What follows belongs to an exercise in optimizing a design on an open flow for small area, a short achievable clock period and few clock cycles per item; a production flow would make more cautious choices. At most, simulation tests tie the RTL to the original design; equivalence was not proved. Power is estimated from default activity; no workload was simulated.

==> run a <==
## circle_mask_rect_generator_unit
module circle_mask_rect_generator_unit (
  input  logic         clk,
  input  logic         rst_n,
  input  logic         in_valid,
  output logic         in_ready,
  input  logic [7:0]   in_row,
  output logic         out_valid,
  input  logic         out_ready,
  output logic [8:0]   out_x_left,
  output logic [7:0]   out_y_top,
  output logic [8:0]   out_x_right,
  output logic [7:0]   out_y_bottom,
  output logic         out_last_of_batch,
  input  logic         cfg_valid,
  output logic         cfg_ready,
  input  logic [1:0]   cfg_index,
  input  logic [13:0]  cfg_data
);
Settings: LEC_CHECK=0, CAP_MARGIN=20, CORE_MARGIN=2, CORE_UTILIZATION=40, SETUP_SLACK_MARGIN=3.5, SLEW_MARGIN=20; clock period 8.0 ns.
run.sh (not shown) runs the stock make flow with config.mk's settings and CLKGATE_MAP_FILE= SYNTH_SCRIPT=/design/flow/synth_recipe.tcl, a recipe that flattens the netlist after the stock synthesis.
==> inputs of run b, as changes to run a <==
--- a/flow/design.v
+++ b/flow/design.v
@@ -10,70 +10,66 @@
   input  logic               sel_clr,    
   input  logic               sel_prep,   
   input  logic               sel_hor,    
   input  logic               sel_move,   
   input  logic               sel_step,   
   input  logic               sel_conv,   
-  input  logic               sel_cfix,   
   input  logic               dm,         
   input  logic               dm_nxt,
   input  logic signed [24:0] dq,
   input  logic signed [24:0] hx,
   input  logic               hc,
   input  logic [3:0]         o,
   input  logic signed [10:0] base,
   output logic signed [10:0] e,
   output logic               cv,
   output logic               cv_nxt
 );
   logic signed [24:0] s_r, xa, s1, s_nxt;
-  logic [12:0]        m8_r, m8_nxt;
-  logic signed [13:0] nm_r, nm_nxt;
+  logic [7:0]         k_r, k_nxt;
   logic signed [10:0] e_r, e_nxt;
   logic               cv_r;
+  logic [24:0]        m32;
   logic [7:0]         o2;
   logic               stp, k0, k1, kz_nxt, sn;
+  assign m32 = {8'd0, k_r, o, 5'd0};
   assign o2  = {4'd0, o} * {4'd0, o};
   assign stp = sel_step && !cv_r;
-  assign k0 = (m8_r[12:4] == {8'd0, o[3]});
-  assign k1 = (m8_r[12:4] == {8'd0, o[3]} + 9'd1);
   always_comb begin
     xa = '0;
-    if (sel_move)                   xa = dq;
-    if (stp && !dm)                 xa = $signed({7'd0, m8_r, 5'd0});
-    if ((stp && dm) || sel_conv)    xa = $signed({{6{nm_r[13]}}, nm_r, 5'd0});
-    if (sel_cfix)                   xa = -25'sd512;
-    if (sel_hor)                    xa = hx;
+    if (sel_move)       xa = dq;
+    if (stp && !dm)     xa = $signed(m32 + 25'd256);
+    if (stp && dm)      xa = $signed(25'd768 - m32);
+    if (sel_conv)       xa = $signed(25'd256 - m32);
+    if (sel_hor)        xa = hx;
   end
   assign s1 = s_r + xa;
   always_comb begin
     s_nxt = s_r;
-    if (sel_prep)                                               s_nxt = $signed({17'd0, o2}) + $signed({24'd0, hc});
-    else if (sel_hor || sel_move || stp || sel_conv || sel_cfix) s_nxt = s1;
+    if (sel_prep)                                   s_nxt = $signed({17'd0, o2}) + $signed({24'd0, hc});
+    else if (sel_hor || sel_move || stp || sel_conv) s_nxt = s1;
   end
   always_comb begin
-    m8_nxt = m8_r;
-    nm_nxt = nm_r;
-    e_nxt  = e_r;
+    k_nxt = k_r;
+    e_nxt = e_r;
     if (sel_clr) begin
-      m8_nxt = {9'd0, o} + 13'd8;
-      nm_nxt = 14'sd24 - $signed({10'd0, o});
-      e_nxt  = base;
+      k_nxt = 8'd0;
+      e_nxt = base;
     end else if (stp) begin
-      m8_nxt = dm ? (m8_r - 13'd16) : (m8_r + 13'd16);
-      nm_nxt = dm ? (nm_r + 14'sd16) : (nm_r - 14'sd16);
-      e_nxt  = (dm ^ NEG) ? (e_r - 11'sd1) : (e_r + 11'sd1);
+      k_nxt = dm ? (k_r - 8'd1) : (k_r + 8'd1);
+      e_nxt = (dm ^ NEG) ? (e_r - 11'sd1) : (e_r + 11'sd1);
     end
   end
+  assign k0     = (k_r == 8'd0);
+  assign k1     = (k_r == 8'd1);
   assign kz_nxt = sel_clr || (stp ? (dm && k1) : k0);
   assign sn     = s_nxt[24];
   assign cv_nxt = dm_nxt ? (sn || kz_nxt) : !sn;
   always_ff @(posedge clk) begin
     s_r  <= s_nxt;
-    m8_r <= m8_nxt;
-    nm_r <= nm_nxt;
+    k_r  <= k_nxt;
     e_r  <= e_nxt;
     cv_r <= cv_nxt;
   end
   assign e  = e_r;
   assign cv = cv_r;
 endmodule
@@ -108,14 +104,13 @@
   logic [7:0]         ty_r;
   logic signed [13:0] q_r;       
   logic               t_prep, t_hor;
   logic [3:0]         hcnt_r;
   logic [24:0]        hb_r;      
   logic               hbit_r;
-  logic sel_clr, sel_clry, sel_prep, sel_hor, sel_move, sel_step, sel_conv, sel_cfix;
-  logic [3:0] o_rr;    
+  logic sel_clr, sel_clry, sel_prep, sel_hor, sel_move, sel_step, sel_conv;
   logic       run_open_r;
   logic [7:0] run_t_r, run_b_r;
   logic [8:0] run_l_r, run_r_r;
   logic       p_v, p_e1, p_e2, p_band, p_last;
   logic [7:0] p_a, p_b;
   logic [8:0] p_l, p_r;
@@ -142,13 +137,13 @@
   logic [7:0] ev_a, ev_b;
   logic [8:0] ev_l, ev_r;
   logic       ro, run_full, old_ex, fin_ex, run_has;
   logic       run_new, run_ext, run_drop, set_bdone, set_rph;
   logic       cv_l, cv_r;
   assign cvb     = cv_l && cv_r;
-  assign res_now = tv_r && !t_prep && !t_hor && !sel_cfix && f_same && cvb;
+  assign res_now = tv_r && !t_prep && !t_hor && f_same && cvb;
   assign res_ok  = have_r || res_now;
   assign proc    = r0_v && !f_stale;
   assign pfree    = !p_v || (out_ready && !(p_e1 && p_e2));
   assign ro       = run_open_r && !f_is0;
   assign match    = (lx == run_l_r) && (rx == run_r_r);
   assign run_full = (run_l_r == 9'd0) && (run_r_r == 9'd256);
@@ -225,30 +220,30 @@
   logic               cvn_l, cvn_r;
   logic signed [24:0] dq, hx;
   logic               hc, dm_n;
   logic signed [13:0] ap, bp;
   logic [7:0]         clr_t;
   assign o_l = cx_r[3:0];
-  assign o_r = o_rr;
+  assign o_r = 4'(-cx_r[3:0]);
   assign fl  = {cx_r[13], cx_r[13:4]};
   assign ce  = fl + {10'd0, (o_l != 4'd0)};
   assign ap = $signed({2'b00, rad_r}) + 14'sd8 - q_r;
   assign bp = 14'sd8 - $signed({2'b00, rad_r}) - q_r;
   assign dq = $signed({{7{q_r[12]}}, q_r[12:0], 5'd0});
   assign hx = !hbit_r ? 25'sd0 : (hcnt_r == 4'd13) ? $signed(~hb_r) : $signed(hb_r);
   assign hc = ap[13];
   assign dm_n = sel_conv ? 1'b1 : sel_clr ? 1'b0 : dm_r;
   cmru_edge_trk #(.NEG(1'b1)) u_trk_l (
     .clk (clk), .sel_clr (sel_clr), .sel_prep (sel_prep), .sel_hor (sel_hor),
-    .sel_move (sel_move), .sel_step (sel_step), .sel_conv (sel_conv), .sel_cfix (sel_cfix),
+    .sel_move (sel_move), .sel_step (sel_step), .sel_conv (sel_conv),
     .dm (dm_r), .dm_nxt (dm_n), .dq (dq), .hx (hx), .hc (hc), .o (o_l), .base (fl),
     .e (e_l), .cv (cv_l), .cv_nxt (cvn_l)
   );
   cmru_edge_trk #(.NEG(1'b0)) u_trk_r (
     .clk (clk), .sel_clr (sel_clr), .sel_prep (sel_prep), .sel_hor (sel_hor),
-    .sel_move (sel_move), .sel_step (sel_step), .sel_conv (sel_conv), .sel_cfix (sel_cfix),
+    .sel_move (sel_move), .sel_step (sel_step), .sel_conv (sel_conv),
     .dm (dm_r), .dm_nxt (dm_n), .dq (dq), .hx (hx), .hc (hc), .o (o_r), .base (ce),
     .e (e_r), .cv (cv_r), .cv_nxt (cvn_r)
   );
   assign lx = e_l[10] ? 9'd0 : (e_l > 11'sd256) ? 9'd256 : e_l[8:0];
   assign rx = e_r[10] ? 9'd0 : (e_r > 11'sd256) ? 9'd256 : e_r[8:0];
   logic               tv_n, prep_n, hor_n, have_n, r0v_n, stale_n;
@@ -292,23 +287,23 @@
   assign inb_n   = act_r && (yn >= top_r) && (yn < bot_r);
   assign last_n  = ({1'b0, yn} + 9'd1 == {1'b0, bot_r});
   assign band_n  = is0_n && (closed_r || (act_r && ((top_r != 8'd0) || (bot_r != 8'd240))));
   assign same_n  = sel_move ? (yn == ty1) : (yn == ty_r);
   assign nxt_n   = sel_move ? (yn == ty2) : (yn == ty1);
   function automatic logic [6:0] decode(
-      input logic prep, input logic hor, input logic fix, input logic need, input logic have,
+      input logic prep, input logic hor, input logic need, input logic have,
       input logic tv, input logic same, input logic nxt, input logic cvb_i, input logic nc,
       input logic bg);
     logic clr, clry, mv, stp, cnv, rel;
     rel  = tv && (same || nxt);
     clr  = 1'b0;
     clry = 1'b0;
     mv   = 1'b0;
     stp  = 1'b0;
     cnv  = 1'b0;
-    if (prep || hor || fix) begin
+    if (prep || hor) begin
     end else if (need && !have) begin
       if (rel) begin
         stp = !cvb_i;
         cnv = cvb_i && nc;
         mv  = cvb_i && !nc;
       end else begin
@@ -327,26 +322,25 @@
   endfunction
   logic       need_n, nc_n, bg_n;
   logic [6:0] dec0, dec1, dec_n;
   assign need_n = r0v_n && inb_n && !stale_n;
   assign nc_n   = !dm_n && !q_n[13];
   assign bg_n   = band_r && !cfg_wr && !wr_d;
-  assign dec0   = decode(prep_n, hor_n, sel_conv, need_n, have_n, tv_n, same_n, nxt_n, 1'b0, nc_n, bg_n);
-  assign dec1   = decode(prep_n, hor_n, sel_conv, need_n, have_n, tv_n, same_n, nxt_n, 1'b1, nc_n, bg_n);
+  assign dec0   = decode(prep_n, hor_n, need_n, have_n, tv_n, same_n, nxt_n, 1'b0, nc_n, bg_n);
+  assign dec1   = decode(prep_n, hor_n, need_n, have_n, tv_n, same_n, nxt_n, 1'b1, nc_n, bg_n);
   assign dec_n  = (cvn_l && cvn_r) ? dec1 : dec0;
   always_ff @(posedge clk) begin
     if (!rst_n) begin
       cx_r       <= 14'sd2048;
       cy_r       <= 14'sd1920;
       rad_r      <= 12'd2968;
       run_open_r <= 1'b0;
       p_v        <= 1'b0;
       bdone_r    <= 1'b0;
       rph_r      <= 1'b0;
       {sel_clr, sel_clry, sel_prep, sel_hor, sel_move, sel_step, sel_conv} <= '0;
-      sel_cfix <= 1'b0;
     end else begin
       if (cfg_valid) begin
         case (cfg_index)
           2'd0: cx_r  <= $signed(cfg_data);
           2'd1: cy_r  <= $signed(cfg_data);
           2'd2: rad_r <= cfg_data[11:0];
@@ -366,26 +360,24 @@
       if (push) begin
         p_v <= 1'b1;
       end else if (p_v && out_ready && !(p_e1 && p_e2)) begin
         p_v <= 1'b0;
       end
       {sel_clr, sel_clry, sel_prep, sel_hor, sel_move, sel_step, sel_conv} <= dec_n;
-      sel_cfix <= sel_conv;
     end
   end
   always_ff @(posedge clk) begin
     r0_v    <= r0v_n;
     have_r  <= have_n;
     tv_r    <= tv_n;
     t_prep  <= prep_n;
     t_hor   <= hor_n;
     ty_r    <= ty_n;
     q_r     <= q_n;
     dm_r    <= dm_n;
     top_r    <= top_c;
-    o_rr     <= 4'(-cx_r[3:0]);
     bot_r    <= bot_c;
     act_r    <= act_c;
     closed_r <= closed_c;
     open_r   <= open_c;
     band_r   <= act_c && (top_c < bot_c);
     wr_d     <= cfg_wr;
SETUP_SLACK_MARGIN = 4.0   (was 3.5)
==> notes <==
Run a produced a clean layout. Run b went through all stages and came out clean. In run b the sequential share of layout area is lower than in run a, by 4.0 points. Between run b and run a, the lower maximum frequency is in run a (gap about 7.5%, measured against run a). In run b the via count is lower than in run a, by 1.7%. Between run b and run a, the lower combinational power is in run b (gap about 10%, measured against run a). Of run b and run a, run a has the higher synthesized area (gap about 6%, measured against run a). Of run b and run a, run a has the higher design area (gap about 1.7%, measured against run a). Of run a and run b, run a has the higher wire length (gap 4.6%, measured against run b). In run b the flip-flop and latch count is lower than in run a, by 41. Of run b and run a, run b has the higher core utilization (gap 2.2 points).
==> figures <==
quantity	run b	run a
Status	finished clean	finished clean
Starting DRT DRC Count	1,356	1,610
Worst slew margin relative to its limit	24.3%	34.9%
Max stage delay on crit path	430 ps	610 ps
Fraction of power consumed by the clock network	36.0%	35.4%
Area fraction in compound gates after synthesis	20.2%	18.3%
Inserted Clock Buffers	37	42
Number of multi-input combinational cells	2,105	2,116
Total number of placement rows	88	91
Critical Path Fanout Max	4	13
Clock latency (worst-skew pair)	560 ps	590 ps
Count of flip-flops and latches	305	346
Synthesized-area fraction occupied by adder cells	11.1%	11.7%
Area occupied by multi-input gates	0.0158 mm^2	0.0151 mm^2
Arrival time worst endpoint	5360 ps	5740 ps
Vias in the first global route	19,700	20,500
Die Y	246 um	253 um
First-pass GRT wire length	110,000 um	116,000 um
Setup clock skew after layout	13.8 ps	31.5 ps
Critical path depth in cells	23	17
Testbench counts of run b, summed over its fixed seeds: cycles 18,297, rows 11,528.
The RTL of run a was laid out without a check of its function.

[separate check: timing with driven ports]
How much do the figures lean on ideal ports? The routed layouts below were timed once more, with nothing changed but the port constraints. Step 1 assumes that a clkbuf_16 drives the clock port and a buf_2 every other input. Step 2 moves the port delays by t, midway between the first and last clock arrival at a register: inputs arrive t later, outputs are due t later. That takes back most of the time a late clock gives input paths. Slacks: ideal / step 1 / step 2; pairs: ideal / step 1.
| run | t (ns) | slack for setup (ns) | latest minus earliest clock arrival (ns) | worst register clock-pin slew, ns | pins driven straight from the clock port |
|---|---|---|---|---|---|
| run a | 0.631 | 2.719 / 2.719 / 2.155 | 0.033 / 0.033 | 0.07 / 0.07 | 1 |
| run b | 0.615 | 3.088 / 3.092 / 2.478 | 0.015 / 0.015 | 0.06 / 0.06 | 1 |
After both steps setup and hold are still met in every run listed. For run b, which loses most, drivers alone change the setup slack by +0.004 ns; drivers and shift together by -0.610 ns.
